This is an optimization exercise on Yosys and OpenROAD, whose aim is small area, a short achievable clock period and few clock cycles per item, not a production implementation.
Function was checked by simulation only, so behaviour that the tests miss may differ from the original.

### flow/config.mk
export PLATFORM = sky130hd
export DESIGN_NAME = alu_iter
export DESIGN_NICKNAME = alu_iter
export VERILOG_FILES = /design/flow/design.v
export SDC_FILE = /design/flow/constraint.sdc
export NUM_CORES = 4
export LEC_CHECK = 0
export CAP_MARGIN = 20
export CORE_MARGIN = 2
export CORE_UTILIZATION = 40
export SETUP_SLACK_MARGIN = 3.0
export SLEW_MARGIN = 20
### flow/constraint.sdc
create_clock -name core_clock -period 8.0 [get_ports {clk}]
set_input_delay 1.6000 -clock core_clock [delete_from_list [all_inputs] [get_ports {clk}]]
set_output_delay 1.6000 -clock core_clock [all_outputs]
set_load 0.01 [all_outputs]
### flow/design.v
package alu_pkg;
    localparam logic [1:0] ALUOP_ADD   = 2'b00;
    localparam logic [1:0] ALUOP_SUB   = 2'b01;
    localparam logic [1:0] ALUOP_RTYPE = 2'b10;
    localparam logic [1:0] ALUOP_ITYPE = 2'b11;
    localparam logic [6:0] F7_BASE   = 7'b0000000;
    localparam logic [6:0] F7_ALT    = 7'b0100000;
    localparam logic [6:0] F7_MULDIV = 7'b0000001;
    localparam int P_IDLE = 0;   
    localparam int P_MUL  = 1;   
    localparam int P_D1   = 2;   
    localparam int P_D2   = 3;   
    localparam int P_DIV  = 4;   
    localparam int P_FIN  = 5;   
endpackage
module alu_iter #(
    parameter int XLEN = 32
) (
    input  logic            clk,
    input  logic            rst,
    input  logic            in_valid,
    output logic            in_ready,
    input  logic [XLEN-1:0] read_data1,
    input  logic [XLEN-1:0] read_data2,
    input  logic [XLEN-1:0] imm,
    input  logic            ALUSrc,
    input  logic [1:0]      ALUOp,
    input  logic [2:0]      funct3,
    input  logic [6:0]      funct7,
    output logic            out_valid,
    input  logic            out_ready,
    output logic [XLEN-1:0] ALU_result,
    output logic            zero,
    output logic            illegal
);
    logic        v1_q;           
    logic [5:0]  ph_q;           
    logic [31:0] a_q, b_q;       
    logic        out_valid_q;
    logic        illegal_q;
    logic [31:0] lo_q;           
    logic [31:0] hi_q;           
    logic [4:0]  cnt_q;          
    logic        pb_q;           
    logic k_sum, k_slt, k_xor, k_or, k_and, k_sh, k_mul, k_div, k_ill;
    logic k_inv, k_sext, k_sll, k_sra;
    logic k_as, k_hi, k_more;              
    logic k_dz;                            
    logic k_rem, k_aneg, k_bneg;           
    logic [31:0] op_a, op_b;
    assign op_a = read_data1;
    assign op_b = ALUSrc ? imm : read_data2;
    logic is_r, is_i, base_tab, alt, md;
    assign is_r     = (ALUOp == alu_pkg::ALUOP_RTYPE);
    assign is_i     = (ALUOp == alu_pkg::ALUOP_ITYPE);
    assign base_tab = is_i || (is_r && funct7 == alu_pkg::F7_BASE);
    assign alt      = is_r && (funct7 == alu_pkg::F7_ALT);
    assign md       = is_r && (funct7 == alu_pkg::F7_MULDIV);
    logic d_sum, d_sub, d_slt, d_xor, d_or, d_and, d_sh, d_mul, d_div, d_ill;
    assign d_sum = !ALUOp[1] || ((base_tab || alt) && funct3 == 3'd0);    
    assign d_sub = (ALUOp == alu_pkg::ALUOP_SUB) || (alt && funct3 == 3'd0);
    assign d_slt = base_tab && funct3[2:1] == 2'b01;                      
    assign d_xor = base_tab && funct3 == 3'd4;
    assign d_or  = base_tab && funct3 == 3'd6;
    assign d_and = base_tab && funct3 == 3'd7;
    assign d_sh  = (base_tab && funct3[1:0] == 2'b01) || (alt && funct3 == 3'd5);
    assign d_mul = md && !funct3[2];
    assign d_div = md && funct3[2];
    assign d_ill = is_r && !(funct7 == alu_pkg::F7_BASE || funct7 == alu_pkg::F7_MULDIV ||
                             (funct7 == alu_pkg::F7_ALT && (funct3 == 3'd0 || funct3 == 3'd5)));
    logic in_idle, in_mul, in_d1, in_d2, in_div, in_fin;
    assign in_idle = ph_q[alu_pkg::P_IDLE];
    assign in_mul  = ph_q[alu_pkg::P_MUL];
    assign in_d1   = ph_q[alu_pkg::P_D1];
    assign in_d2   = ph_q[alu_pkg::P_D2];
    assign in_div  = ph_q[alu_pkg::P_DIV];
    assign in_fin  = ph_q[alu_pkg::P_FIN];
    logic div_go, div_fix;
    assign div_go  = k_div && !k_dz;
    assign div_fix = k_rem ? k_aneg : (k_aneg ^ k_bneg);
    logic cnt7, cnt8, cnt0, mul_top;
    assign cnt7    = (cnt_q == 5'd7);
    assign cnt8    = (cnt_q == 5'd8);
    assign cnt0    = (cnt_q == 5'd0);
    assign mul_top = cnt7 && k_hi && !k_more;       
    logic free, done, step, fin, capture;
    assign free    = !out_valid_q || out_ready;
    assign done    = (in_idle && !k_mul && !div_go) ||
                     (in_mul && ((cnt7 && !k_more) || cnt8)) ||
                     ((in_d2 || in_div) && cnt0 && !div_fix) || in_fin;
    assign step    = v1_q && free;
    assign fin     = step && done;
    assign in_ready = !v1_q || (done && free);
    assign capture = in_valid && in_ready;
    logic        a_neg_in, b_neg_in, bz_in;
    logic [5:0]  lz_b, lz_a;
    logic [6:0]  i0_d;
    logic [4:0]  i0;
    assign a_neg_in = !funct3[0] && op_a[31];
    assign b_neg_in = !funct3[0] && op_b[31];
    assign bz_in    = (op_b == 32'd0);
    alu_lzc32 u_lz_b (.x(b_neg_in ? ~op_b : op_b), .lz(lz_b));
    alu_lzc32 u_lz_a (.x(a_neg_in ? ~op_a : op_a), .lz(lz_a));
    assign i0_d = {1'b0, lz_b} - {1'b0, lz_a} + {6'd0, a_neg_in};
    assign i0   = i0_d[6] ? 5'd0 : (i0_d[5] ? 5'd31 : i0_d[4:0]);
    logic b3, b2, b1, b0, bm;
    always_comb begin
        if (in_idle) begin
            {b3, b2, b1, b0} = b_q[3:0]; bm = 1'b0;
        end else if (cnt8) begin
            {b3, b2, b1, b0} = 4'd0;     bm = pb_q;
        end else begin
            {b3, b2, b1, b0} = b_q[3:0]; bm = pb_q;
        end
    end
    logic n0, o0, w0, n1, o1, w1;    
    assign n0 = b1 && !(b0 && bm);
    assign o0 = b0 ^ bm;
    assign w0 = (b1 && !b0 && !bm) || (!b1 && b0 && bm);
    assign n1 = b3 && !(b2 && b1);
    assign o1 = b2 ^ b1;
    assign w1 = (b3 && !b2 && !b1) || (!b3 && b2 && b1);
    logic [36:0] xv, yv, zv, xo, yo, t;
    logic        xinv, yinv, cin_a, cin_b;
    logic [36:0] a_ext, pp0, pp1;
    assign a_ext = {{5{k_as && a_q[31]}}, a_q};
    assign pp0   = w0 ? {a_ext[35:0], 1'b0} : (o0 ? a_ext : '0);
    assign pp1   = w1 ? {a_ext[33:0], 3'b0} : (o1 ? {a_ext[34:0], 2'b0} : '0);
    always_comb begin
        xv = '0; yv = '0; zv = '0; xinv = 1'b0; yinv = 1'b0; cin_b = 1'b0;
        if (k_mul && (in_idle || in_mul)) begin
            xv    = in_mul ? {{5{hi_q[31]}}, hi_q} : '0;
            yv    = pp0;
            yinv  = n0;
            zv    = n1 ? {~pp1[36:2], 2'b11} : pp1;
            cin_b = n1;
        end else if (in_d2 || in_div) begin
            xv   = in_d2 ? {5'd0, hi_q} : {4'd0, hi_q, a_q[31]};
            yv   = {{5{k_bneg}}, b_q};
            yinv = !k_bneg;
        end else if (in_fin) begin
            xv   = {5'd0, k_rem ? hi_q : a_q};
            xinv = 1'b1;
        end else begin
            xv   = {{5{k_sext && a_q[31]}}, a_q};
            yv   = k_aneg ? '0 : {{5{k_sext && b_q[31]}}, b_q};
            yinv = k_inv;
            xinv = k_aneg;
        end
    end
    assign cin_a = xinv | yinv;
    assign xo  = xv ^ {37{xinv}};
    assign yo  = yv ^ {37{yinv}};
    logic [36:0] cs_s, cs_c, ap, ag, cv;
    assign cs_s = xo ^ yo ^ zv;
    assign cs_c = (xo & yo) | (xo & zv) | (yo & zv);
    assign cv   = {cs_c[35:0], cin_a};
    logic [37:0] pg_g [0:6];
    logic [37:0] pg_p [0:6];
    assign ap = cs_s ^ cv;
    assign ag = cs_s & cv;
    assign pg_g[0] = {ag, cin_b};
    assign pg_p[0] = {ap, 1'b0};
    for (genvar l = 0; l < 6; l++) begin : g_lvl
        for (genvar i = 0; i < 38; i++) begin : g_bit
            if (((i >> l) & 1) != 0) begin : g_op
                localparam int J = ((i >> l) << l) - 1;
                assign pg_g[l+1][i] = pg_g[l][i] | (pg_p[l][i] & pg_g[l][J]);
                assign pg_p[l+1][i] = pg_p[l][i] & pg_p[l][J];
            end else begin : g_pass
                assign pg_g[l+1][i] = pg_g[l][i];
                assign pg_p[l+1][i] = pg_p[l][i];
            end
        end
    end
    assign t = ap ^ pg_g[6][36:0];
    logic [31:0] sh_l, sh_out;
    logic [30:0] sh_h;
    logic [4:0]  sh_s;
    logic        sh_dv;
    assign sh_dv = !in_idle || k_div;       
    always_comb begin
        if (in_d2) begin
            sh_h = a_q[30:0];                      
            sh_l = '0;
        end else if (k_sll && !sh_dv) begin
            sh_h = a_q[31:1];                      
            sh_l = {a_q[0], 31'd0};
        end else begin
            sh_h = {31{k_sra && !sh_dv && a_q[31]}};
            sh_l = a_q;                            
        end
        if (sh_dv)        sh_s = cnt_q;
        else if (k_sll)   sh_s = ~b_q[4:0];
        else              sh_s = b_q[4:0];
    end
    logic [62:0] fs0;
    logic [46:0] fs1;
    logic [38:0] fs2;
    logic [34:0] fs3;
    logic [32:0] fs4;
    assign fs0    = {sh_h, sh_l};
    assign fs1    = sh_s[4] ? fs0[62:16] : fs0[46:0];
    assign fs2    = sh_s[3] ? fs1[46:8]  : fs1[38:0];
    assign fs3    = sh_s[2] ? fs2[38:4]  : fs2[34:0];
    assign fs4    = sh_s[1] ? fs3[34:2]  : fs3[32:0];
    assign sh_out = sh_s[0] ? fs4[32:1]  : fs4[31:0];
    logic        q_bit;
    logic [31:0] r_nx, q_nx;
    assign q_bit = !t[36];
    assign r_nx  = q_bit ? t[31:0] : xv[31:0];
    assign q_nx  = in_d2 ? {sh_out[31:1], q_bit} : {a_q[30:0], q_bit};
    logic [31:0] mlo_nx;                    
    assign mlo_nx = {t[3:0], b_q[31:4]};
    logic s_t, s_lt, s_xor, s_or, s_and, s_sh, s_ones, s_mlo, s_mtop, s_q, s_r;
    always_comb begin
        s_t = 1'b0; s_lt = 1'b0; s_xor = 1'b0; s_or = 1'b0; s_and = 1'b0; s_sh = 1'b0;
        s_ones = 1'b0; s_mlo = 1'b0; s_mtop = 1'b0; s_q = 1'b0; s_r = 1'b0;
        if (in_idle) begin
            s_t    = k_sum || (k_dz && k_rem);
            s_lt   = k_slt;
            s_xor  = k_xor;
            s_or   = k_or;
            s_and  = k_and;
            s_sh   = k_sh;
            s_ones = k_dz && !k_rem;
        end else if (in_mul) begin
            s_t    = cnt8;
            s_mtop = mul_top;
            s_mlo  = !cnt8 && !mul_top;
        end else if (in_d2 || in_div) begin
            s_r    = k_rem;
            s_q    = !k_rem;
        end else begin
            s_t    = 1'b1;
        end
    end
    logic [31:0] lo_d;
    assign lo_d = ({32{s_t}}    & t[31:0])
                | ({32{s_lt}}   & {31'd0, t[36]})
                | ({32{s_xor}}  & cs_s[31:0])
                | ({32{s_or}}   & (cs_s[31:0] | cs_c[31:0]))
                | ({32{s_and}}  & cs_c[31:0])
                | ({32{s_sh}}   & sh_out)
                | ({32{s_ones}})
                | ({32{s_mlo}}  & mlo_nx)
                | ({32{s_mtop}} & t[35:4])
                | ({32{s_q}}    & q_nx)
                | ({32{s_r}}    & r_nx);
    always_ff @(posedge clk or posedge rst) begin
        if (rst) begin
            v1_q        <= 1'b0;
            ph_q        <= 6'd1 << alu_pkg::P_IDLE;
            out_valid_q <= 1'b0;
        end else begin
            out_valid_q <= fin || (out_valid_q && !out_ready);
            if (capture) begin
                v1_q <= 1'b1;
                ph_q <= 6'd1 << alu_pkg::P_IDLE;
            end else if (fin) begin
                v1_q <= 1'b0;
                ph_q <= 6'd1 << alu_pkg::P_IDLE;
            end else if (step) begin
                ph_q[alu_pkg::P_IDLE] <= 1'b0;
                ph_q[alu_pkg::P_MUL]  <= in_mul || (in_idle && k_mul);
                ph_q[alu_pkg::P_D1]   <= in_idle && !k_mul && k_aneg;       
                ph_q[alu_pkg::P_D2]   <= in_d1 || (in_idle && !k_mul && !k_aneg);
                ph_q[alu_pkg::P_DIV]  <= (in_d2 || in_div) && !cnt0;
                ph_q[alu_pkg::P_FIN]  <= in_fin || ((in_d2 || in_div) && cnt0);
            end
        end
    end
    always_ff @(posedge clk) begin
        if (fin) begin
            lo_q      <= lo_d;
            illegal_q <= in_idle && k_ill;
        end
        if (capture) begin
            a_q    <= op_a;
            b_q    <= op_b;
            k_sum  <= d_sum;
            k_slt  <= d_slt;
            k_xor  <= d_xor;
            k_or   <= d_or;
            k_and  <= d_and;
            k_sh   <= d_sh;
            k_mul  <= d_mul;
            k_div  <= d_div;
            k_ill  <= d_ill;
            k_inv  <= d_sub || d_slt;
            k_sext <= d_slt && !funct3[0];
            k_sll  <= !funct3[2];
            k_sra  <= is_i ? imm[10] : alt;
            k_as   <= funct3[1] ^ funct3[0];               
            k_hi   <= funct3[1] | funct3[0];               
            k_more <= funct3[1] && op_b[31];               
            k_rem  <= funct3[1];
            k_dz   <= d_div && bz_in;
            k_aneg <= d_div && a_neg_in && !bz_in;
            k_bneg <= d_div && b_neg_in;
        end else if (step) begin
            if (in_idle && k_aneg)
                a_q <= t[31:0];                             
            else if (in_d2 || in_div)
                a_q <= q_nx;
            if (k_mul)
                b_q <= mlo_nx;
        end
        if (capture) begin
            cnt_q <= d_mul ? 5'd0 : i0;
        end else if (step) begin
            if (k_mul)                cnt_q <= cnt_q + 5'd1;
            else if (in_d2 || in_div) cnt_q <= cnt_q - 5'd1;
        end
        if (step) begin
            hi_q <= (in_d1 || (in_idle && k_div)) ? sh_out : ((in_d2 || in_div) ? r_nx : t[35:4]);
            pb_q <= b_q[3];
        end
    end
    assign out_valid  = out_valid_q;
    assign ALU_result = lo_q;
    assign zero       = (lo_q == 32'd0);
    assign illegal    = illegal_q;
endmodule
module alu_lzc32 (
    input  logic [31:0] x,
    output logic [5:0]  lz
);
    logic [15:0] v1;  logic [15:0] c1;         
    logic [7:0]  v2;  logic [15:0] c2;         
    logic [3:0]  v3;  logic [11:0] c3;         
    logic [1:0]  v4;  logic [7:0]  c4;         
    for (genvar i = 0; i < 16; i++) begin : g_l1
        assign v1[i] = x[2*i+1] | x[2*i];
        assign c1[i] = !x[2*i+1];
    end
    for (genvar i = 0; i < 8; i++) begin : g_l2
        assign v2[i]       = v1[2*i+1] | v1[2*i];
        assign c2[2*i+:2]  = v1[2*i+1] ? {1'b0, c1[2*i+1]} : {1'b1, c1[2*i]};
    end
    for (genvar i = 0; i < 4; i++) begin : g_l3
        assign v3[i]       = v2[2*i+1] | v2[2*i];
        assign c3[3*i+:3]  = v2[2*i+1] ? {1'b0, c2[4*i+2+:2]} : {1'b1, c2[4*i+:2]};
    end
    for (genvar i = 0; i < 2; i++) begin : g_l4
        assign v4[i]       = v3[2*i+1] | v3[2*i];
        assign c4[4*i+:4]  = v3[2*i+1] ? {1'b0, c3[6*i+3+:3]} : {1'b1, c3[6*i+:3]};
    end
    assign lz = !(v4[1] | v4[0]) ? 6'd32 : (v4[1] ? {2'b00, c4[7:4]} : {2'b01, c4[3:0]});
endmodule
### flow/run.sh
#!/bin/bash
# synth_recipe.tcl (not shown) runs the flow's synth.tcl, then flattens the netlist and writes it again
# the make line also repeats each setting of config.mk as NAME=value (left out here)
make -C /OpenROAD-flow-scripts/flow DESIGN_CONFIG=/design/flow/config.mk WORK_HOME=/design/flow/orfs CLKGATE_MAP_FILE= SYNTH_SCRIPT=/design/flow/synth_recipe.tcl finish
==> flow_summary.json, run 1 <==
{
  "ant_nets": 0,
  "grt.total_usage_pct": 40.5,
  "slew_headroom_pct": 22.7,
  "ys_ff_latch": 163,
  "dieArea_sq_um": 55700,
  "drt-total-wl_um": 117000,
  "grt_max_degree": 80,
  "globalplace.congestion": 1.03,
  "cts_tree": "built",
  "start_util_pct": 40.3,
  "synth.yosys.seq_area_share_pct": 22.6,
  "synth_top_area_share_pct": 21.6,
  "crit_required_ns": 8.23,
  "num-nets-final": 3249,
  "hp-class": "flip-flop to flip-flop",
  "rows": 85,
  "vias": 26433,
  "rsz0062_at_grt": "yes",
  "coreArea_sq_um": 53500,
  "grt-ovfl-total": 0,
  "fin_worst_skew_ns": 0.0195,
  "synth_top_area_cell": "edfxtp_1",
  "first_pass_iters": 8,
  "setup_viol": 0,
  "layout_commonest_cell": "a21oi_1",
  "min_period_ns": 6.18,
  "outcome": "timing/DRC/antenna clean",
  "report.final.slew_viol_count": 0,
  "end_kind": "flip-flop",
  "io_pins": 149,
  "clk_path_buf_depth": 2,
  "netlist_area_sq_um": 21500,
  "clock_latency_ns": 0.49,
  "hold_viol": 0,
  "path_clk_slew_ns": 0.08,
  "drt_iter0_drc": 4554,
  "post-route-period-util_pct": 77.2,
  "wl_per_cell_um": 31.3,
  "fp.dieH_um": 236,
  "holdBufCountCts": 0,
  "drc_errors": 0,
  "grt_pass1_wl_um": 167000,
  "syn_nets": 2992,
  "synth-edff-count": 155,
  "synth_area_leaders": "edfxtp_1, a21oi_1, o21ai_0, mux2i_1, nand2_1",
  "maxCapViolCount": 0,
  "cts_buffers": 17,
  "netlist_instances": 2780,
  "dp_hpwl_um": 80800,
  "worst_pin_slew_ns": 1.16,
  "ys_types": 97,
  "max_freq_mhz": 162,
  "drive_gt1_share_pct": 25.5,
  "asyncSetResetFlopFracSynth_pct": 4.91,
  "grt_pass1_vias": 24441,
  "start_kind": "flip-flop",
  "vias_per_cell": 7.05,
  "die_w_um": 236,
  "area_growth_pct": 35.4,
  "htree_levels": 4,
  "synth_warnings": 3,
  "antenna_found_initial": 4,
  "final_cell_mix": "a21oi_1, nand2_1, buf_4",
  "port_buffers": 148,
  "setup_tns_ns": 0,
  "clock-sinks": 163,
  "clockRootBuffer": "clkbuf_16",
  "syn_area_per_cell_sq_um": 7.75,
  "cp.arrival_ns": 6.40,
  "path_max_fanout": 32,
  "synth_ff_type": "edfxtp_1",
  "worstSetupPathType": "flip-flop to flip-flop"
}
## cells in the mapped netlist, drive strengths merged (8+ instances only)
master and count:
nand3 75, clkbuf 179, nand4 14, o32ai 8
buf 70, o22ai 28, inv 64, o2bb2ai 8
and2 33, a21o 29, ha 56, a31oi 31
nand2 250, a221o 15, a211o 18, o21ai 236
nand3b 8, fa 43, a211oi 28, o31ai 16
o211ai 51, o221ai 64, a22oi 57, mux2i 98
nand2b 26, nor4 17, nor2b 24, xor2 58
mux2 35, or2 26, edfxtp 155, a22o 9
a2bb2oi 10, and3 65, nor2 218, xnor2 88
a221oi 36, nor3 63, o21a 26, o21bai 10
a21oi 303, or3 14
## logic make-up after synthesis
group                      synth area share (%)
xor gates and xnor gates                   5.94
buffers and inverters                      5.97
adders and majority gates                  7.25
AOI/OAI and AO/OA                          32.6
muxes                                      6.86
DFF                                        22.6
and+or+nand+nor                            18.8
## area by class of cell
cell class              instances  area, sq um
flip-flops and latches        163         4860
multi-input cells            2310        17800
clock buffers                  19          443
well taps                     696          871
repair buffers                479         4750
inverters                      65          256
repair inverters                1         5.00
diodes                          1         2.50
clock inverters                13          133
fillers                      4849        24300
## flip-flops by register name (all words and copies together) (netlist names), 5 cells and up
signal  cells
hi_q       32
ph_q        6
cnt_q       5
a_q        32
b_q        32
lo_q       32
## critical path, stage by stage, from the launching register on
cell	delay [ns]
dfstp_4	0.66
buf_12	0.11
nor2_1	0.05
nor2_1	0.27
buf_4	0.35
nor3_2	0.09
buf_6	0.24
xnor2_1	0.37
fa_1	0.51
ha_4	0.30
nand4_1	0.21
or4_4	0.56
or4_4	0.54
buf_6	0.17
buf_6	0.11
a2111oi_4	0.34
nor3_4	0.10
xor2_1	0.25
buf_4	0.19
o221ai_2	0.12
a221o_1	0.32
## routing by layer
| layer | track usage, % | wire length, um |
|---|---|---|
| met1 | 51.2 | 42300 |
| met2 | 59.8 | 48700 |
| met5 | 0 | 31 |
| met3 | 12.4 | 16500 |
| met4 | 26.4 | 9760 |
## what timing repair did
action,CTS,global route
cloned,18,1
pin swaps,144,77
endpoints found under the hold margin,0,0
setup endpoints to repair,101,100
gates resized for setup,375,150
setup buffers,182,46
## through the flow
| stage | setup WS (ns) | instances | util (%) | instance area (sq um) | hold WS, ns |
|---|---|---|---|---|---|
| 2_1_floorplan | 2.25 | 2780 | - | 22000 | 0.503 |
| 3_3_place_gp | 0.917 | 3464 | 44.8 | 23900 | 0.515 |
| 3_5_place_dp | 0.929 | 3464 | 44.8 | 23900 | 0.528 |
| 4_1_cts | 1.96 | 3696 | 52.6 | 28100 | 0.538 |
| 5_1_grt | 1.73 | 3747 | 54.5 | 29200 | 0.550 |
| 6_report | 1.82 | 3747 | 54.5 | 29200 | 0.535 |
## worst paths after layout
kind,start,endpoint,slack [ns],depth (start not counted)
min in group asynchronous,rst,ph_q[3],1.38,2
worst min-delay path,k_ill,illegal_q,0.54,1
worst max-delay path,ph_q[0],lo_q[22],1.82,20
worst max register to register,ph_q[0],lo_q[22],1.82,20
worst min register to register,k_ill,illegal_q,0.54,1
max in group asynchronous,rst,ph_q[0],6.31,2
Testbench counts, summed over its fixed seeds: cycles 54,469, items 16,000.
==> run 2, diff against run 1 <==
--- a/flow/design.v
+++ b/flow/design.v
@@ -42,5 +42,4 @@
     logic [31:0] hi_q;           
     logic [4:0]  cnt_q;          
-    logic        pb_q;           
     logic k_sum, k_slt, k_xor, k_or, k_and, k_sh, k_mul, k_div, k_ill;
     logic k_inv, k_sext, k_sll, k_sra;
@@ -94,5 +93,5 @@
     assign capture = in_valid && in_ready;
     logic        a_neg_in, b_neg_in, bz_in;
-    logic [5:0]  lz_b, lz_a;
+    logic [5:0]  lz_b, lz_a, lz_b_q, lz_a_q;
     logic [6:0]  i0_d;
     logic [4:0]  i0;
@@ -102,38 +101,27 @@
     alu_lzc32 u_lz_b (.x(b_neg_in ? ~op_b : op_b), .lz(lz_b));
     alu_lzc32 u_lz_a (.x(a_neg_in ? ~op_a : op_a), .lz(lz_a));
-    assign i0_d = {1'b0, lz_b} - {1'b0, lz_a} + {6'd0, a_neg_in};
+    assign i0_d = {1'b0, lz_b_q} - {1'b0, lz_a_q} + {6'd0, k_aneg};
     assign i0   = i0_d[6] ? 5'd0 : (i0_d[5] ? 5'd31 : i0_d[4:0]);
-    logic b3, b2, b1, b0, bm;
-    always_comb begin
-        if (in_idle) begin
-            {b3, b2, b1, b0} = b_q[3:0]; bm = 1'b0;
-        end else if (cnt8) begin
-            {b3, b2, b1, b0} = 4'd0;     bm = pb_q;
-        end else begin
-            {b3, b2, b1, b0} = b_q[3:0]; bm = pb_q;
-        end
-    end
-    logic n0, o0, w0, n1, o1, w1;    
-    assign n0 = b1 && !(b0 && bm);
-    assign o0 = b0 ^ bm;
-    assign w0 = (b1 && !b0 && !bm) || (!b1 && b0 && bm);
-    assign n1 = b3 && !(b2 && b1);
-    assign o1 = b2 ^ b1;
-    assign w1 = (b3 && !b2 && !b1) || (!b3 && b2 && b1);
-    logic [36:0] xv, yv, zv, xo, yo, t;
-    logic        xinv, yinv, cin_a, cin_b;
-    logic [36:0] a_ext, pp0, pp1;
+    function automatic logic [5:0] booth2(input logic [3:0] b, input logic bm);
+        booth2 = {b[3] && !(b[2] && b[1]), b[2] ^ b[1],
+                  (b[3] && !b[2] && !b[1]) || (!b[3] && b[2] && b[1]),
+                  b[1] && !(b[0] && bm), b[0] ^ bm,
+                  (b[1] && !b[0] && !bm) || (!b[1] && b[0] && bm)};
+    endfunction
+    logic [5:0] bd_q;
+    logic       n0, o0, w0, n1, o1, w1;
+    assign {n1, o1, w1, n0, o0, w0} = bd_q;
+    logic [36:0] xv, yv, xo, yo, t;
+    logic        xinv, yinv;
+    logic [36:0] a_ext, pp0, pp1, mx, my, mz;
     assign a_ext = {{5{k_as && a_q[31]}}, a_q};
     assign pp0   = w0 ? {a_ext[35:0], 1'b0} : (o0 ? a_ext : '0);
     assign pp1   = w1 ? {a_ext[33:0], 3'b0} : (o1 ? {a_ext[34:0], 2'b0} : '0);
+    assign mx    = in_mul ? {{5{hi_q[31]}}, hi_q} : '0;       
+    assign my    = pp0 ^ {37{n0}};
+    assign mz    = n1 ? {~pp1[36:2], 2'b11} : pp1;
     always_comb begin
-        xv = '0; yv = '0; zv = '0; xinv = 1'b0; yinv = 1'b0; cin_b = 1'b0;
-        if (k_mul && (in_idle || in_mul)) begin
-            xv    = in_mul ? {{5{hi_q[31]}}, hi_q} : '0;
-            yv    = pp0;
-            yinv  = n0;
-            zv    = n1 ? {~pp1[36:2], 2'b11} : pp1;
-            cin_b = n1;
-        end else if (in_d2 || in_div) begin
+        xv = '0; yv = '0; xinv = 1'b0; yinv = 1'b0;
+        if (in_d2 || in_div) begin
             xv   = in_d2 ? {5'd0, hi_q} : {4'd0, hi_q, a_q[31]};
             yv   = {{5{k_bneg}}, b_q};
@@ -149,16 +137,18 @@
         end
     end
-    assign cin_a = xinv | yinv;
     assign xo  = xv ^ {37{xinv}};
     assign yo  = yv ^ {37{yinv}};
-    logic [36:0] cs_s, cs_c, ap, ag, cv;
-    assign cs_s = xo ^ yo ^ zv;
-    assign cs_c = (xo & yo) | (xo & zv) | (yo & zv);
-    assign cv   = {cs_c[35:0], cin_a};
+    logic [36:0] cs_s, cs_c, ua, va, ap, ag;
+    logic        cin;
+    assign cs_s = mx ^ my ^ mz;
+    assign cs_c = (mx & my) | (mx & mz) | (my & mz);
+    assign ua   = k_mul ? cs_s : xo;
+    assign va   = k_mul ? {cs_c[35:0], n0} : yo;
+    assign cin  = k_mul ? n1 : (xinv | yinv);
     logic [37:0] pg_g [0:6];
     logic [37:0] pg_p [0:6];
-    assign ap = cs_s ^ cv;
-    assign ag = cs_s & cv;
-    assign pg_g[0] = {ag, cin_b};
+    assign ap = ua ^ va;
+    assign ag = ua & va;
+    assign pg_g[0] = {ag, cin};
     assign pg_p[0] = {ap, 1'b0};
     for (genvar l = 0; l < 6; l++) begin : g_lvl
@@ -191,5 +181,5 @@
             sh_l = a_q;                            
         end
-        if (sh_dv)        sh_s = cnt_q;
+        if (sh_dv)        sh_s = i0;
         else if (k_sll)   sh_s = ~b_q[4:0];
         else              sh_s = b_q[4:0];
@@ -239,7 +229,7 @@
     assign lo_d = ({32{s_t}}    & t[31:0])
                 | ({32{s_lt}}   & {31'd0, t[36]})
-                | ({32{s_xor}}  & cs_s[31:0])
-                | ({32{s_or}}   & (cs_s[31:0] | cs_c[31:0]))
-                | ({32{s_and}}  & cs_c[31:0])
+                | ({32{s_xor}}  & ap[31:0])
+                | ({32{s_or}}   & (ap[31:0] | ag[31:0]))
+                | ({32{s_and}}  & ag[31:0])
                 | ({32{s_sh}}   & sh_out)
                 | ({32{s_ones}})
@@ -297,4 +287,6 @@
             k_rem  <= funct3[1];
             k_dz   <= d_div && bz_in;
+            lz_a_q <= lz_a;
+            lz_b_q <= lz_b;
             k_aneg <= d_div && a_neg_in && !bz_in;
             k_bneg <= d_div && b_neg_in;
@@ -307,14 +299,15 @@
                 b_q <= mlo_nx;
         end
-        if (capture) begin
-            cnt_q <= d_mul ? 5'd0 : i0;
-        end else if (step) begin
-            if (k_mul)                cnt_q <= cnt_q + 5'd1;
+        if (step) begin
+            if (in_idle)              cnt_q <= k_mul ? 5'd1 : i0;
+            else if (k_mul)           cnt_q <= cnt_q + 5'd1;
             else if (in_d2 || in_div) cnt_q <= cnt_q - 5'd1;
         end
-        if (step) begin
+        if (step)
             hi_q <= (in_d1 || (in_idle && k_div)) ? sh_out : ((in_d2 || in_div) ? r_nx : t[35:4]);
-            pb_q <= b_q[3];
-        end
+        if (capture)
+            bd_q <= booth2(op_b[3:0], 1'b0);
+        else if (step)
+            bd_q <= booth2((in_mul && cnt7) ? 4'd0 : b_q[7:4], b_q[3]);
     end
     assign out_valid  = out_valid_q;
==> run 2 against run 1 <==
Against the previous run:
- synthesized cell count is 7.2% higher
- final cell count is 4.0% higher
- non-clock buffer count is 103 lower
- sequential cell count is 17 higher
- sequential share of layout area is 2.4 points higher
- first-iteration DRC count is 27% lower
- maximum frequency is 25% higher
- worst setup slack better by 1.2 ns
- critical path type unchanged
==> flow_summary.json, run 2 <==
{
  "grt_pass1_vias": 23652,
  "num-nets-final": 3364,
  "syn_nets": 3227,
  "post-route-period-util_pct": 61.6,
  "outcome": "timing/DRC/antenna clean",
  "port_buffers": 148,
  "wl_per_cell_um": 28.1,
  "drc_errors": 0,
  "max_freq_mhz": 203,
  "fin_worst_skew_ns": 0.0224,
  "clock_latency_ns": 0.51,
  "placedCellCount": 3706,
  "dpl_cell_area_sq_um": 25200,
  "synth_commonest_cells": "nand2_1, o21ai_0, nor2_1",
  "hp-class": "flip-flop to flip-flop",
  "slew_headroom_pct": 18.2,
  "ys_types": 88,
  "synth_top_area_share_pct": 22.3,
  "ys_ff_latch": 180,
  "yosysMostFrequentCell": "nand2_1",
  "holdBufCountCts": 0,
  "io_pins": 149,
  "coreArea_sq_um": 57500,
  "cts_tree": "built",
  "grt-ovfl-total": 0,
  "netlist_area_sq_um": 23100,
  "grt.total_usage_pct": 35.7,
  "synth.yosys.seq_area_share_pct": 23.2,
  "synth_warnings": 3,
  "setup_viol": 0,
  "fp.dieH_um": 244,
  "fillers": 5666,
  "clockRootBuffer": "clkbuf_16",
  "area_growth_pct": 21.9,
  "clock-sinks": 180,
  "ant_nets": 0,
  "start_util_pct": 40.2,
  "synth_top_area_cell": "edfxtp_1",
  "setup_tns_ns": 0,
  "drt_iter0_drc": 3339,
  "rows": 88,
  "globalplace.congestion": 0.981,
  "dp_hpwl_um": 79800,
  "start_kind": "flip-flop",
  "min_period_ns": 4.93,
  "cp.arrival_ns": 5.17,
  "path_clk_slew_ns": 0.08,
  "drive_gt1_share_pct": 15.4,
  "layout_commonest_cell": "nand2_1",
  "maxCapViolCount": 0,
  "cts_buffers": 17,
  "vias_per_cell": 6.60,
  "worstSetupPathType": "flip-flop to flip-flop",
  "die_w_um": 244,
  "design_area_sq_um": 28200,
  "grt_max_degree": 145,
  "worst_pin_slew_ns": 1.22,
  "clk_path_buf_depth": 2,
  "regArea_sq_um": 5380,
  "asyncSetResetFlopFracSynth_pct": 4.44,
  "synth-edff-count": 172,
  "synth_area_leaders": "edfxtp_1, nand2_1, mux2i_1, xnor2_1, o21ai_0",
  "grt_pass1_wl_um": 159000,
  "drt-total-wl_um": 110000,
  "multiInputGateArea_sq_um": 17300,
  "antenna_found_initial": 5,
  "hold_viol": 0,
  "layout.cells.non_filler": 3896,
  "syn_area_per_cell_sq_um": 7.76,
  "crit_required_ns": 8.24,
  "netlist_instances": 2980,
  "synth_ff_type": "edfxtp_1",
  "final_cell_mix": "nand2_1, nor2_1, buf_4",
  "end_kind": "flip-flop",
  "report.final.slew_viol_count": 0,
  "path_max_fanout": 33,
  "rsz0062_at_grt": "yes",
  "htree_levels": 4,
  "dieArea_sq_um": 59700,
  "vias": 25717,
  "first_pass_iters": 8
}
## run 2: cell families after synthesis
kind of cell,count (synthesis),synth area share (%)
buffers and inverters,384,6.63
adders and majority gates,134,8.68
AOI/OAI and AO/OA,974,28.3
and+or+nand+nor,951,18.2
xor gates and xnor gates,176,6.70
muxes,181,8.25
DFF,180,23.2
## run 2: final cells by class
class	count	area share (%)
Antenna cell	1	0.00888
Tap cell	765	3.40
Timing Repair Buffer	376	12.5
Multi-Input combinational cell	2418	61.3
Clock buffer	17	1.51
Clock inverter	15	0.622
Inverter	124	1.67
Sequential cell	180	19.1
## run 2: worst paths after layout
| check | end | slack [ns] | start | cells past startpoint |
|---|---|---|---|---|
| worst max register to register | lo_q[28] | 3.07 | ph_q[4] | 23 |
| worst max-delay path | lo_q[28] | 3.07 | ph_q[4] | 23 |
| max in group asynchronous | ph_q[0] | 6.36 | rst | 2 |
| worst min register to register | illegal_q | 0.54 | k_ill | 1 |
| min in group asynchronous | ph_q[1] | 1.34 | rst | 2 |
| worst min-delay path | illegal_q | 0.54 | k_ill | 1 |
## run 2: stage by stage
| stage | hold slack [ns] | worst slack [ns] | utilization, % |
|---|---|---|---|
| finish | 0.536 | 3.07 | 49.0 |
| global placement | 0.514 | 1.67 | 43.8 |
| detailed placement | 0.514 | 1.59 | 43.8 |
| floorplan | 0.503 | 3.04 | - |
| CTS | 0.538 | 2.91 | 46.9 |
| global route | 0.576 | 2.90 | 49.0 |
## run 2: worst max-delay path, cell delays in order (launching register included)
cell and delay (ns):
dfrtp_2 0.47, buf_12 0.21, nor2b_2 0.21, buf_12 0.24, a22oi_1 0.10, o21ai_1 0.17
xnor2_1 0.09, nor2_1 0.22, a21oi_1 0.10, ha_1 0.35, and4_1 0.21, o211ai_1 0.11
o211ai_2 0.20, buf_6 0.17, a21oi_4 0.09, nor3_4 0.17, nand2b_4 0.19, a21oi_4 0.06
fa_2 0.42, xor2_4 0.24, o21ai_0 0.11, a221o_1 0.28, a21oi_1 0.12, o21ai_1 0.10
## run 2: repair_timing
item	4_1_cts	5_1_grt
setup endpoints to repair	96	95
cloned	2	1
pin swaps	27	65
gates resized for setup	109	154
buffers inserted	86	67
## run 2: routing by layer
layer  vias up  share of wire, %  track usage [%]
li1      11234                 -                -
met4         8               7.0             22.2
met1     12410                39             46.0
met5         -             0.047                0
met2      1677                43             53.8
met3       388                11             8.68
Testbench counts of run 2, summed over its fixed seeds: cycles 54,469, items 16,000.
==> run 3, diff against run 2 <==
--- a/flow/design.v
+++ b/flow/design.v
@@ -39,5 +39,4 @@
     logic        out_valid_q;
     logic        illegal_q;
-    logic [31:0] lo_q;           
     logic [31:0] hi_q;           
     logic [4:0]  cnt_q;          
@@ -46,4 +45,5 @@
     logic k_as, k_hi, k_more;              
     logic k_dz;                            
+    logic xinv_q, yinv_q;                  
     logic k_rem, k_aneg, k_bneg;           
     logic [31:0] op_a, op_b;
@@ -75,6 +75,8 @@
     assign in_div  = ph_q[alu_pkg::P_DIV];
     assign in_fin  = ph_q[alu_pkg::P_FIN];
-    logic div_go, div_fix;
-    assign div_go  = k_div && !k_dz;
+    logic [6:0] i0_d;
+    logic div_go, div_fix, div_z;
+    assign div_z   = k_div && !k_dz && i0_d[6];    
+    assign div_go  = k_div && !k_dz && !i0_d[6];
     assign div_fix = k_rem ? k_aneg : (k_aneg ^ k_bneg);
     logic cnt7, cnt8, cnt0, mul_top;
@@ -94,13 +96,12 @@
     logic        a_neg_in, b_neg_in, bz_in;
     logic [5:0]  lz_b, lz_a, lz_b_q, lz_a_q;
-    logic [6:0]  i0_d;
     logic [4:0]  i0;
     assign a_neg_in = !funct3[0] && op_a[31];
     assign b_neg_in = !funct3[0] && op_b[31];
     assign bz_in    = (op_b == 32'd0);
-    alu_lzc32 u_lz_b (.x(b_neg_in ? ~op_b : op_b), .lz(lz_b));
+    alu_lzc32 u_lz_b (.x((b_neg_in ? ~op_b : op_b) | 32'd1), .lz(lz_b));
     alu_lzc32 u_lz_a (.x(a_neg_in ? ~op_a : op_a), .lz(lz_a));
     assign i0_d = {1'b0, lz_b_q} - {1'b0, lz_a_q} + {6'd0, k_aneg};
-    assign i0   = i0_d[6] ? 5'd0 : (i0_d[5] ? 5'd31 : i0_d[4:0]);
+    assign i0   = i0_d[4:0];      
     function automatic logic [5:0] booth2(input logic [3:0] b, input logic bm);
         booth2 = {b[3] && !(b[2] && b[1]), b[2] ^ b[1],
@@ -113,5 +114,5 @@
     assign {n1, o1, w1, n0, o0, w0} = bd_q;
     logic [36:0] xv, yv, xo, yo, t;
-    logic        xinv, yinv;
+    logic        xinv, yinv;           
     logic [36:0] a_ext, pp0, pp1, mx, my, mz;
     assign a_ext = {{5{k_as && a_q[31]}}, a_q};
@@ -122,19 +123,17 @@
     assign mz    = n1 ? {~pp1[36:2], 2'b11} : pp1;
     always_comb begin
-        xv = '0; yv = '0; xinv = 1'b0; yinv = 1'b0;
+        xv = '0; yv = '0;
         if (in_d2 || in_div) begin
             xv   = in_d2 ? {5'd0, hi_q} : {4'd0, hi_q, a_q[31]};
             yv   = {{5{k_bneg}}, b_q};
-            yinv = !k_bneg;
         end else if (in_fin) begin
             xv   = {5'd0, k_rem ? hi_q : a_q};
-            xinv = 1'b1;
         end else begin
             xv   = {{5{k_sext && a_q[31]}}, a_q};
             yv   = k_aneg ? '0 : {{5{k_sext && b_q[31]}}, b_q};
-            yinv = k_inv;
-            xinv = k_aneg;
         end
     end
+    assign xinv = xinv_q;
+    assign yinv = yinv_q;
     assign xo  = xv ^ {37{xinv}};
     assign yo  = yv ^ {37{yinv}};
@@ -203,8 +202,8 @@
     logic [31:0] mlo_nx;                    
     assign mlo_nx = {t[3:0], b_q[31:4]};
-    logic s_t, s_lt, s_xor, s_or, s_and, s_sh, s_ones, s_mlo, s_mtop, s_q, s_r;
+    logic s_t, s_lt, s_xor, s_or, s_and, s_sh, s_ones, s_mlo, s_mtop, s_q, s_r, s_a;
     always_comb begin
         s_t = 1'b0; s_lt = 1'b0; s_xor = 1'b0; s_or = 1'b0; s_and = 1'b0; s_sh = 1'b0;
-        s_ones = 1'b0; s_mlo = 1'b0; s_mtop = 1'b0; s_q = 1'b0; s_r = 1'b0;
+        s_ones = 1'b0; s_mlo = 1'b0; s_mtop = 1'b0; s_q = 1'b0; s_r = 1'b0; s_a = 1'b0;
         if (in_idle) begin
             s_t    = k_sum || (k_dz && k_rem);
@@ -215,4 +214,5 @@
             s_sh   = k_sh;
             s_ones = k_dz && !k_rem;
+            s_a    = div_z && k_rem;
         end else if (in_mul) begin
             s_t    = cnt8;
@@ -234,4 +234,5 @@
                 | ({32{s_sh}}   & sh_out)
                 | ({32{s_ones}})
+                | ({32{s_a}}    & a_q)
                 | ({32{s_mlo}}  & mlo_nx)
                 | ({32{s_mtop}} & t[35:4])
@@ -262,8 +263,6 @@
     end
     always_ff @(posedge clk) begin
-        if (fin) begin
-            lo_q      <= lo_d;
+        if (fin)
             illegal_q <= in_idle && k_ill;
-        end
         if (capture) begin
             a_q    <= op_a;
@@ -305,5 +304,10 @@
         end
         if (step)
-            hi_q <= (in_d1 || (in_idle && k_div)) ? sh_out : ((in_d2 || in_div) ? r_nx : t[35:4]);
+            hi_q <= done ? lo_d :
+                    ((in_d1 || (in_idle && k_div)) ? sh_out : ((in_d2 || in_div) ? r_nx : t[35:4]));
+        if (capture)
+            {xinv_q, yinv_q} <= {d_div && a_neg_in && !bz_in, d_sub || d_slt};
+        else if (step)
+            {xinv_q, yinv_q} <= (in_fin || ((in_d2 || in_div) && cnt0)) ? 2'b10 : {1'b0, !k_bneg};
         if (capture)
             bd_q <= booth2(op_b[3:0], 1'b0);
@@ -312,6 +316,6 @@
     end
     assign out_valid  = out_valid_q;
-    assign ALU_result = lo_q;
-    assign zero       = (lo_q == 32'd0);
+    assign ALU_result = hi_q;
+    assign zero       = (hi_q == 32'd0);
     assign illegal    = illegal_q;
 endmodule
==> run 3 against run 2 <==
Against the previous run:
- still clean on timing, DRC and antenna
- worst hold slack better by 0.019 ns
- register-to-register slack lost 0.29 ns
- critical endpoint is now hi_q[28]
==> flow_summary.json, run 3 <==
{
  "outcome": "timing/DRC/antenna clean",
  "grt.total_usage_pct": 39.3,
  "antenna_found_initial": 4,
  "num-nets-final": 3464,
  "crit_required_ns": 8.25,
  "clock_latency_ns": 0.50,
  "synth_warnings": 3,
  "setup_slack_ns": 2.78,
  "dpl_cell_area_sq_um": 24600,
  "port_buffers": 148,
  "clock-sinks": 148,
  "final_cell_mix": "nand2_1, a21oi_1, nor2_1",
  "layout_commonest_cell": "nand2_1",
  "ys_types": 88,
  "fp.dieH_um": 241,
  "netlist_instances": 3048,
  "drc_errors": 0,
  "cts_tree": "built",
  "path_clk_slew_ns": 0.08,
  "rows": 86,
  "worst_pin_slew_ns": 1.32,
  "syn_area_per_cell_sq_um": 7.38,
  "setup_viol": 0,
  "fillers": 5416,
  "final_core_util_pct": 50.8,
  "start_util_pct": 40.6,
  "design_area_sq_um": 28200,
  "report.final.slew_viol_count": 0,
  "rsz0062_at_grt": "yes",
  "clockRootBuffer": "clkbuf_16",
  "dieArea_sq_um": 58200,
  "netlist_area_sq_um": 22500,
  "wl_per_cell_um": 29.4,
  "hold_viol": 0,
  "grt_pass1_wl_um": 167000,
  "synth_commonest_cells": "nand2_1, o21ai_0, a21oi_1",
  "slew_headroom_pct": 11.5,
  "drt_iter0_drc": 3493,
  "min_period_ns": 5.22,
  "dr_wl_met3_um": 13800,
  "htree_levels": 4,
  "drive_gt1_share_pct": 18.1,
  "maxCapViolCount": 0,
  "globalplace.congestion": 1.01,
  "die_w_um": 241,
  "holdBufCountCts": 0,
  "hp-class": "flip-flop to flip-flop",
  "cts_buffers": 17,
  "synth_area_leaders": "edfxtp_1, nand2_1, o21ai_0, mux2i_1, a21oi_1",
  "vias_per_cell": 6.66,
  "dp_hpwl_um": 83500,
  "asyncSetResetFlopFracSynth_pct": 5.41,
  "synth_top_area_share_pct": 18.7,
  "reg_top3": "a_q x32, b_q x32, hi_q x32",
  "synth_top_area_cell": "edfxtp_1",
  "ys_ff_latch": 148,
  "ant_nets": 0,
  "first_pass_iters": 8,
  "end_kind": "flip-flop",
  "max_freq_mhz": 191,
  "yosysMostFrequentCell": "nand2_1",
  "vias": 26526,
  "grt_pass1_vias": 24628,
  "regArea_sq_um": 4420,
  "dr.max_layer_used": "met5",
  "setup_tns_ns": 0,
  "worstSetupPathType": "flip-flop to flip-flop",
  "coreArea_sq_um": 55400,
  "path_max_fanout": 5,
  "drt-total-wl_um": 117000,
  "cp.arrival_ns": 5.48,
  "grt_max_degree": 145,
  "dp_slack_ns": 1.50,
  "start_kind": "flip-flop",
  "fin_worst_skew_ns": 0.0240,
  "clk_path_buf_depth": 2,
  "synth-edff-count": 140,
  "post-route-period-util_pct": 65.3,
  "wl_met2_um": 48800,
  "syn_nets": 3294,
  "io_pins": 149,
  "synth.yosys.seq_area_share_pct": 19.6,
  "multiInputGateArea_sq_um": 17700,
  "grt-ovfl-total": 0,
  "area_growth_pct": 25.1,
  "wl_met1_um": 45600,
  "synth_ff_type": "edfxtp_1"
}
[run 3: cell count changes after synthesis, sizes merged, moves of 26 or more]
cell	change
o21a	-27
a22oi	-26
a221o	-29
edfxtp	-32
a21oi	+37
o21ai	+32
nor3b	+27
o211ai	-32
[run 3: worst max-delay path, cell delays in order, from the launching register on]
cell	delay, ns
edfxtp_1	0.44
buf_6	0.16
buf_6	0.12
buf_8	0.13
nand2_4	0.07
o21ai_4	0.07
xnor2_2	0.15
fa_1	0.55
a21oi_2	0.08
ha_4	0.32
nand4_1	0.14
a2111oi_4	0.42
o21ai_4	0.15
a2111oi_4	0.36
buf_4	0.19
nor3_4	0.04
nor2_1	0.13
nor2_2	0.06
fa_2	0.39
xnor2_2	0.15
a221oi_2	0.21
nand3_1	0.12
a221o_1	0.30
o211a_1	0.21
[run 3: metrics by stage]
stage	std cells	hold WS, ns
after floorplan	3048	0.501
after global placement	3752	0.520
after detailed placement	3752	0.524
after CTS	3922	0.554
after global routing	3979	0.572
final	3981	0.555
[run 3: path summary, 6_finish.rpt]
| kind | cells after the start | slack, ns | end | from |
|---|---|---|---|---|
| max in group asynchronous | 2 | 6.31 | ph_q[4] | rst |
| min | 1 | 0.55 | illegal_q | k_ill |
| max reg2reg | 23 | 2.78 | hi_q[28] | bd_q[3] |
| min in group asynchronous | 2 | 1.36 | ph_q[1] | rst |
| min reg2reg | 1 | 0.55 | illegal_q | k_ill |
| max | 23 | 2.78 | hi_q[28] | bd_q[3] |
[run 3: metal layers]
layer  GRT usage (%)  vias to the layer above
met5               0                        -
met3            10.5                      466
met4            24.5                        2
li1                -                    11442
met1            51.2                    12699
met2            57.8                     1917
[run 3: area by class of cell]
cell class	instances	share of cell area (%)
Multi-Input combinational cell	2512	62.9
Sequential cell	148	15.7
Timing Repair Buffer	414	14.2
Tap cell	748	3.32
Inverter	125	1.68
Clock buffer	17	1.51
Clock inverter	15	0.649
Antenna cell	2	0.0178
[run 3: kinds of logic (layout without fill, tap and decap cells)]
family / count (synthesis) / after routing / synth area share [%]
adder cells (fa/ha/maj): 133 / 133 / 8.86
multiplexers: 193 / 193 / 9.30
XOR/XNOR: 176 / 176 / 6.85
other: 0 / 2 / 0
flip-flops: 148 / 148 / 19.6
AO/OA/AOI/OAI: 969 / 969 / 27.5
buffers and inverters: 389 / 571 / 6.80
AND/OR/NAND/NOR: 1040 / 1041 / 21.1
[run 3: timing repair]
action	in CTS	in global routing
pin swaps	57	56
setup buffers	131	54
resized for setup	156	170
setup endpoints to repair	71	54
cloned	7	2
Testbench counts of run 3, summed over its fixed seeds: cycles 54,217, items 16,000.
==> run 4, diff against run 3 <==
--- a/flow/config.mk
+++ b/flow/config.mk
@@ -9,4 +9,4 @@
 export CORE_MARGIN = 2
 export CORE_UTILIZATION = 40
-export SETUP_SLACK_MARGIN = 3.0
+export SETUP_SLACK_MARGIN = 4.0
 export SLEW_MARGIN = 20
==> run 4 against run 3 <==
Against the previous run:
- sequential cell count unchanged
- synthesized area unchanged
- utilization increased by 4.5 points
- global-route usage increased by 0.43 points
- worst setup slack improved by 0.11 ns
- critical path depth decreased by 1
- via count increased by 2.0%
- maximum frequency increased by 2.2%
- die area unchanged
==> flow_summary.json, run 4 <==
{
  "clock-sinks": 148,
  "grt-ovfl-total": 0,
  "drc_errors": 0,
  "port_buffers": 148,
  "clock_latency_ns": 0.51,
  "cts_tree": "built",
  "netlist_instances": 3048,
  "synth_top_area_share_pct": 18.7,
  "synth.yosys.seq_area_share_pct": 19.6,
  "cp.arrival_ns": 5.37,
  "ys_types": 88,
  "end_kind": "flip-flop",
  "grt_pass1_vias": 24972,
  "timing.rr.start": "a_q[9]",
  "ant_nets": 0,
  "cp_top_family": "compound AO/OA/AOI/OAI gates",
  "fp.dieH_um": 241,
  "drive_gt1_share_pct": 25.8,
  "first_pass_iters": 8,
  "path_clk_slew_ns": 0.08,
  "outcome": "timing/DRC/antenna clean",
  "cp-startpoint": "a_q[9]",
  "report.final.slew_viol_count": 0,
  "maxCapViolCount": 0,
  "clockRootBuffer": "clkbuf_16",
  "synth_ff_type": "edfxtp_1",
  "asyncSetResetFlopFracSynth_pct": 5.41,
  "syn_area_per_cell_sq_um": 7.38,
  "antenna_found_initial": 3,
  "area_growth_pct": 36.3,
  "drt_iter0_drc": 3905,
  "grt_pass1_wl_um": 168000,
  "dp_hpwl_um": 83400,
  "worst_pin_slew_ns": 1.02,
  "synth_warnings": 3,
  "slew_headroom_pct": 31.4,
  "netlist_area_sq_um": 22500,
  "hp-class": "flip-flop to flip-flop",
  "vias": 27066,
  "synth_top_area_cell": "edfxtp_1",
  "critPathBufInv": 6,
  "htree_levels": 4,
  "hold_viol": 0,
  "reg2reg_depth": 22,
  "globalplace.congestion": 1.02,
  "hold_start": "k_ill",
  "holdWs_ns": 0.556,
  "rows": 86,
  "synth_area_leaders": "edfxtp_1, nand2_1, o21ai_0, mux2i_1, a21oi_1",
  "synth-edff-count": 140,
  "cts_buffers": 17,
  "num-nets-final": 3568,
  "setup_viol": 0,
  "start_kind": "flip-flop",
  "dieArea_sq_um": 58200,
  "hold_path_depth": 1,
  "clk_path_buf_depth": 2,
  "reg_top3": "a_q x32, b_q x32, hi_q x32",
  "cp_cell_sequence": "buf_4 -> nand2_1 -> o21ai_1 -> xnor2_1 -> fa_1 -> a21oi_2 -> ha_1 -> nand4_1 -> a2111oi_4 -> o21ai_4 -> a2111oi_4 -> buf_4 -> buf_6 -> o21ai_4 -> a21oi_2 -> buf_6 -> buf_4 -> buf_6 -> o21ai_0 -> a311oi_2 -> a21oi_1 -> o21a_1",
  "ys_ff_latch": 148,
  "reg2reg_to": "hi_q[31]",
  "min_period_ns": 5.11,
  "path_max_fanout": 10,
  "whs_endpoint": "illegal_q",
  "synth_commonest_cells": "nand2_1, o21ai_0, a21oi_1",
  "io_pins": 149,
  "setup_tns_ns": 0,
  "start_util_pct": 40.6,
  "final_cell_mix": "nand2_1, buf_4, nor2_1",
  "yosysMostFrequentCell": "nand2_1",
  "syn_nets": 3294,
  "r2r_slack_ns": 2.89,
  "fin_worst_skew_ns": 0.0204,
  "max_freq_mhz": 196,
  "cp_slowest_cell": "edfxtp_1",
  "slowest_delay_ns": 0.59,
  "vias_per_cell": 6.63,
  "die_w_um": 241,
  "worstSetupPathType": "flip-flop to flip-flop",
  "drt-total-wl_um": 120000,
  "wl_per_cell_um": 29.4,
  "grt.total_usage_pct": 39.8,
  "coreArea_sq_um": 55400,
  "crit_required_ns": 8.26,
  "rsz0062_at_grt": "yes",
  "post-route-period-util_pct": 63.9,
  "layout_commonest_cell": "nand2_1",
  "grt_max_degree": 88
}
[run 4: changes by cell type in the layout (fill, tap and decap cells not counted), moves of 16 or more]
cell,before,now
mux2i_1,124,95
mux2i_2,4,20
buf_4,218,246
a21oi_2,25,58
o21ai_0,203,175
o21ai_2,25,41
buf_6,14,75
a21oi_1,224,187
[run 4: area by class of cell]
type	instances	area, sq um
Fill cell	5214	24800
Multi-Input combinational cell	2515	19200
Timing Repair Buffer	515	5080
Sequential cell	148	4420
Tap cell	748	936
Inverter	125	482
Clock buffer	17	425
Clock inverter	15	158
Antenna cell	2	5.00
[run 4: logic make-up after synthesis]
group	after synthesis	share of synthesized area [%]
mux	193	9.30
compound gates	969	27.5
buf+inv	389	6.80
xor+xnor	176	6.85
fa+ha+maj	133	8.86
flops	148	19.6
simple gates	1040	21.1
[run 4: how the worst max path moves through the flow]
| stage | slack [ns] | to | depth (start not counted) |
|---|---|---|---|
| floorplan | 3.15 | hi_q[28] | 25 |
| global placement | 1.30 | hi_q[18] | 17 |
| detailed placement | 1.23 | hi_q[16] | 17 |
| CTS | 3.03 | hi_q[28] | 24 |
| global route | 2.73 | hi_q[28] | 20 |
| finish | 2.89 | hi_q[31] | 22 |
[run 4: worst register-to-register path, stage by stage, from the launching register on]
cell and delay [ns]:
edfxtp_1 0.59, buf_4 0.19, nand2_1 0.05, o21ai_1 0.14, xnor2_1 0.12, fa_1 0.59
a21oi_2 0.08, ha_1 0.34, nand4_1 0.16, a2111oi_4 0.29, o21ai_4 0.16, a2111oi_4 0.43
buf_4 0.18, buf_6 0.10, o21ai_4 0.07, a21oi_2 0.20, buf_6 0.14, buf_4 0.10
buf_6 0.15, o21ai_0 0.16, a311oi_2 0.36, a21oi_1 0.07, o21a_1 0.19
[run 4: per-stage QoR]
stage,worst slack (ns),area [sq um],instances,util (%)
after floorplan,3.15,22800,3048,-
after global placement,1.30,24700,3760,44.6
after detailed placement,1.23,24700,3760,44.6
after CTS,3.03,29100,4010,52.5
after global routing,2.73,30700,4084,55.3
final,2.89,30700,4085,55.3
[run 4: routing by layer]
layer / part of all wire [%] / vias to the layer above / global-route usage (%)
li1: - / 11654 / -
met1: 39 / 12984 / 51.1
met2: 42 / 1923 / 58.7
met3: 12 / 501 / 10.7
met4: 8.0 / 4 / 25.9
met5: 0.021 / - / 0
[run 4: repair_timing]
item | in CTS | in global routing
endpoints found under the setup margin | 169 | 152
buffers inserted | 214 | 67
hold buffers | 0 | 0
cloned | 4 | 6
endpoints found under the hold margin | 0 | 0
gates resized for setup | 471 | 211
pin swaps | 125 | 116
==> run 5, diff against run 4 <==
--- a/flow/design.v
+++ b/flow/design.v
@@ -39,4 +39,5 @@
     logic        out_valid_q;
     logic        illegal_q;
+    logic [31:0] lo_q;           
     logic [31:0] hi_q;           
     logic [4:0]  cnt_q;          
@@ -263,6 +264,8 @@
     end
     always_ff @(posedge clk) begin
-        if (fin)
+        if (fin) begin
+            lo_q      <= lo_d;
             illegal_q <= in_idle && k_ill;
+        end
         if (capture) begin
             a_q    <= op_a;
@@ -304,6 +307,5 @@
         end
         if (step)
-            hi_q <= done ? lo_d :
-                    ((in_d1 || (in_idle && k_div)) ? sh_out : ((in_d2 || in_div) ? r_nx : t[35:4]));
+            hi_q <= (in_d1 || (in_idle && k_div)) ? sh_out : ((in_d2 || in_div) ? r_nx : t[35:4]);
         if (capture)
             {xinv_q, yinv_q} <= {d_div && a_neg_in && !bz_in, d_sub || d_slt};
@@ -316,6 +318,6 @@
     end
     assign out_valid  = out_valid_q;
-    assign ALU_result = hi_q;
-    assign zero       = (hi_q == 32'd0);
+    assign ALU_result = lo_q;
+    assign zero       = (lo_q == 32'd0);
     assign illegal    = illegal_q;
 endmodule
--- a/flow/config.mk
+++ b/flow/config.mk
@@ -9,4 +9,4 @@
 export CORE_MARGIN = 2
 export CORE_UTILIZATION = 40
-export SETUP_SLACK_MARGIN = 4.0
+export SETUP_SLACK_MARGIN = 3.0
 export SLEW_MARGIN = 20
==> run 5 against run 4 <==
Against the previous run:
- still clean
- first-iteration DRC count increased by 7.2%
- clock skew increased by 0.0034 ns
- largest cell class unchanged
==> flow_summary.json, run 5 <==
{
  "area_growth_pct": 21.5,
  "synth_area_leaders": "edfxtp_1, nand2_1, mux2i_1, o21ai_0, ha_1",
  "grt_max_degree": 131,
  "htree_levels": 4,
  "vias_per_cell": 6.87,
  "slew_headroom_pct": 17.5,
  "cts_tree": "built",
  "clock-sinks": 180,
  "syn_nets": 3283,
  "cp_top_family": "compound AO/OA/AOI/OAI gates",
  "fin_worst_skew_ns": 0.0238,
  "fp.dieH_um": 246,
  "io_pins": 149,
  "dpl_cell_area_sq_um": 25500,
  "netlist_instances": 3037,
  "ys_ff_latch": 180,
  "synth-edff-count": 172,
  "num-nets-final": 3403,
  "rows": 88,
  "reg2reg_depth": 14,
  "clockRootBuffer": "clkbuf_16",
  "synth_ff_type": "edfxtp_1",
  "cp.arrival_ns": 5.35,
  "slowest_delay_ns": 0.74,
  "hold_viol": 0,
  "setup_tns_ns": 0,
  "ant_nets": 0,
  "synth_warnings": 3,
  "netlist_area_sq_um": 23400,
  "ys_types": 95,
  "synth_commonest_cells": "nand2_1, o21ai_0, nor2_1",
  "path_max_fanout": 10,
  "clk_path_buf_depth": 2,
  "port_buffers": 148,
  "critPathBufInv": 3,
  "layout_commonest_cell": "nand2_1",
  "yosysMostFrequentCell": "nand2_1",
  "outcome": "timing/DRC/antenna clean",
  "post-route-period-util_pct": 64.7,
  "antenna_found_initial": 4,
  "start_kind": "flip-flop",
  "dieArea_sq_um": 60400,
  "drt_iter0_drc": 4185,
  "cts_buffers": 17,
  "hold_path_depth": 1,
  "synth_top_area_cell": "edfxtp_1",
  "dp_hpwl_um": 90100,
  "vias": 27036,
  "worstSetupPathType": "flip-flop to flip-flop",
  "grt-ovfl-total": 0,
  "final_cell_mix": "nand2_1, nor2_1, o21ai_0",
  "report.final.slew_viol_count": 0,
  "worst_pin_slew_ns": 1.23,
  "design_area_sq_um": 28400,
  "cp_slowest_cell": "mux2i_1",
  "synth_top_area_share_pct": 22.1,
  "drc_errors": 0,
  "grt_pass1_vias": 24545,
  "cp_cell_sequence": "ha_1 -> inv_1 -> ha_1 -> fa_2 -> nand3_4 -> a211oi_4 -> nor3_4 -> buf_4 -> buf_4 -> a21oi_1 -> nor3_1 -> or4_4 -> mux2i_1 -> o221ai_2",
  "globalplace.congestion": 1.06,
  "drt-total-wl_um": 126000,
  "first_pass_iters": 9,
  "grt_pass1_wl_um": 176000,
  "synth.yosys.seq_area_share_pct": 23.0,
  "drive_gt1_share_pct": 14.6,
  "path_clk_slew_ns": 0.09,
  "setup_viol": 0,
  "rsz0062_at_grt": "yes",
  "final_core_util_pct": 49.2,
  "clock_latency_ns": 0.50,
  "maxCapViolCount": 0,
  "asyncSetResetFlopFracSynth_pct": 4.44,
  "hp-class": "flip-flop to flip-flop",
  "end_kind": "flip-flop",
  "coreArea_sq_um": 57700,
  "r2r_slack_ns": 2.83,
  "fillers": 5696,
  "min_period_ns": 5.17,
  "start_util_pct": 40.5,
  "die_w_um": 246,
  "max_freq_mhz": 193,
  "wl_per_cell_um": 31.9,
  "grt.total_usage_pct": 40.1,
  "syn_area_per_cell_sq_um": 7.70,
  "crit_required_ns": 8.17,
  "cp.depth": 14
}
[run 5: worst paths after layout]
| path | startpoint | end |
|---|---|---|
| max in group asynchronous | rst | ph_q[0] |
| worst max-delay path | lz_a_q[0] | lo_q[9] |
| worst max register to register | lz_a_q[0] | lo_q[9] |
| worst min register to register | k_ill | illegal_q |
| worst min-delay path | k_ill | illegal_q |
| min in group asynchronous | rst | v1_q |
[run 5: area by class of cell]
type,instances,area (sq um),area share (%)
Antenna cell,3,7.51,0.0264
Clock buffer,17,425,1.50
Clock inverter,15,211,0.744
Inverter,111,417,1.47
Multi-Input combinational cell,2482,17500,61.6
Sequential cell,180,5370,18.9
Tap cell,765,957,3.37
Timing Repair Buffer,365,3530,12.4
[run 5: worst register-to-register path, cell delays in order, from the launching register on]
cell and delay (ns):
edfxtp_1 0.40, ha_1 0.28, inv_1 0.05, ha_1 0.20, fa_2 0.27, nand3_4 0.13, a211oi_4 0.56, nor3_4 0.13
buf_4 0.20, buf_4 0.19, a21oi_1 0.66, nor3_1 0.12, or4_4 0.61, mux2i_1 0.75, o221ai_2 0.31
[run 5: layer usage]
layer,global-route usage [%],up-vias,part of all wire (%),wire length (um)
met4,24.2,2,7.3,9130
li1,-,11510,-,-
met2,59.7,2039,42,52800
met3,9.69,451,11,14400
met1,52.2,13034,39,49300
met5,0,-,0.010,13
[run 5: timing repair]
action,4_1_cts,5_1_grt
gates resized for setup,83,170
hold buffers,0,0
setup buffers,79,57
setup endpoints to repair,93,93
gates cloned,2,6
pin swaps,18,49
[run 5: through the flow]
step,instances,hold WS [ns],worst slack [ns]
final,3938,0.546,2.83
after global routing,3935,0.575,2.83
after global placement,3758,0.517,1.35
after detailed placement,3758,0.519,1.33
after floorplan,3037,0.503,3.00
after CTS,3871,0.552,3.00
[run 5: cell families (layout without fill, tap and decap cells)]
family	after synthesis	count (layout)	synth area share (%)
other	0	3	0
DFF	180	180	23.0
buffers and inverters	378	508	6.32
and+or+nand+nor	1004	1006	19.3
muxes	161	161	7.10
adders and majority gates	133	133	8.53
xor gates and xnor gates	175	175	6.56
AOI/OAI and AO/OA	1006	1007	29.2
Testbench counts of run 5, summed over its fixed seeds: cycles 54,217, items 16,000.

==> re-timing with driven ports <==
The results above use ideal ports. As a check the final layouts listed here were re-extracted and re-timed, cells and wires unchanged.
Step 1, drivers: a clkbuf_16 drives clk and a buf_2 each remaining input, both assumed.
Step 2 adds t to the input delays and takes it off the output delays; t is the mean of the earliest and latest rising clock arrival at the registers after step 1. Input paths then give back, and output paths get back, about the clock's delay inside the block.
Three values: no drivers, after step 1, after step 2; two values: the first two.
run | t, ns | slack for setup (ns) | worst hold slack (ns) | worst setup path after step 2
run 1 | 0.538 | 1.823 / 1.823 / 1.823 | 0.535 / 0.535 / 0.535 | register to register
run 2 | 0.568 | 3.070 / 3.070 / 2.808 | 0.536 / 0.536 / 0.536 | input to register
run 3 | 0.556 | 2.776 / 2.776 / 2.756 | 0.555 / 0.555 / 0.555 | input to register
run 4 | 0.567 | 2.890 / 2.890 / 2.890 | 0.556 / 0.556 / 0.556 | register to register
run 5 | 0.553 | 2.826 / 2.826 / 2.692 | 0.546 / 0.546 / 0.546 | input to register
After both steps setup and hold are still met in every run listed. The setup slack of run 2, which loses most, moves by 0.000 ns with the drivers and by -0.262 ns with both steps.
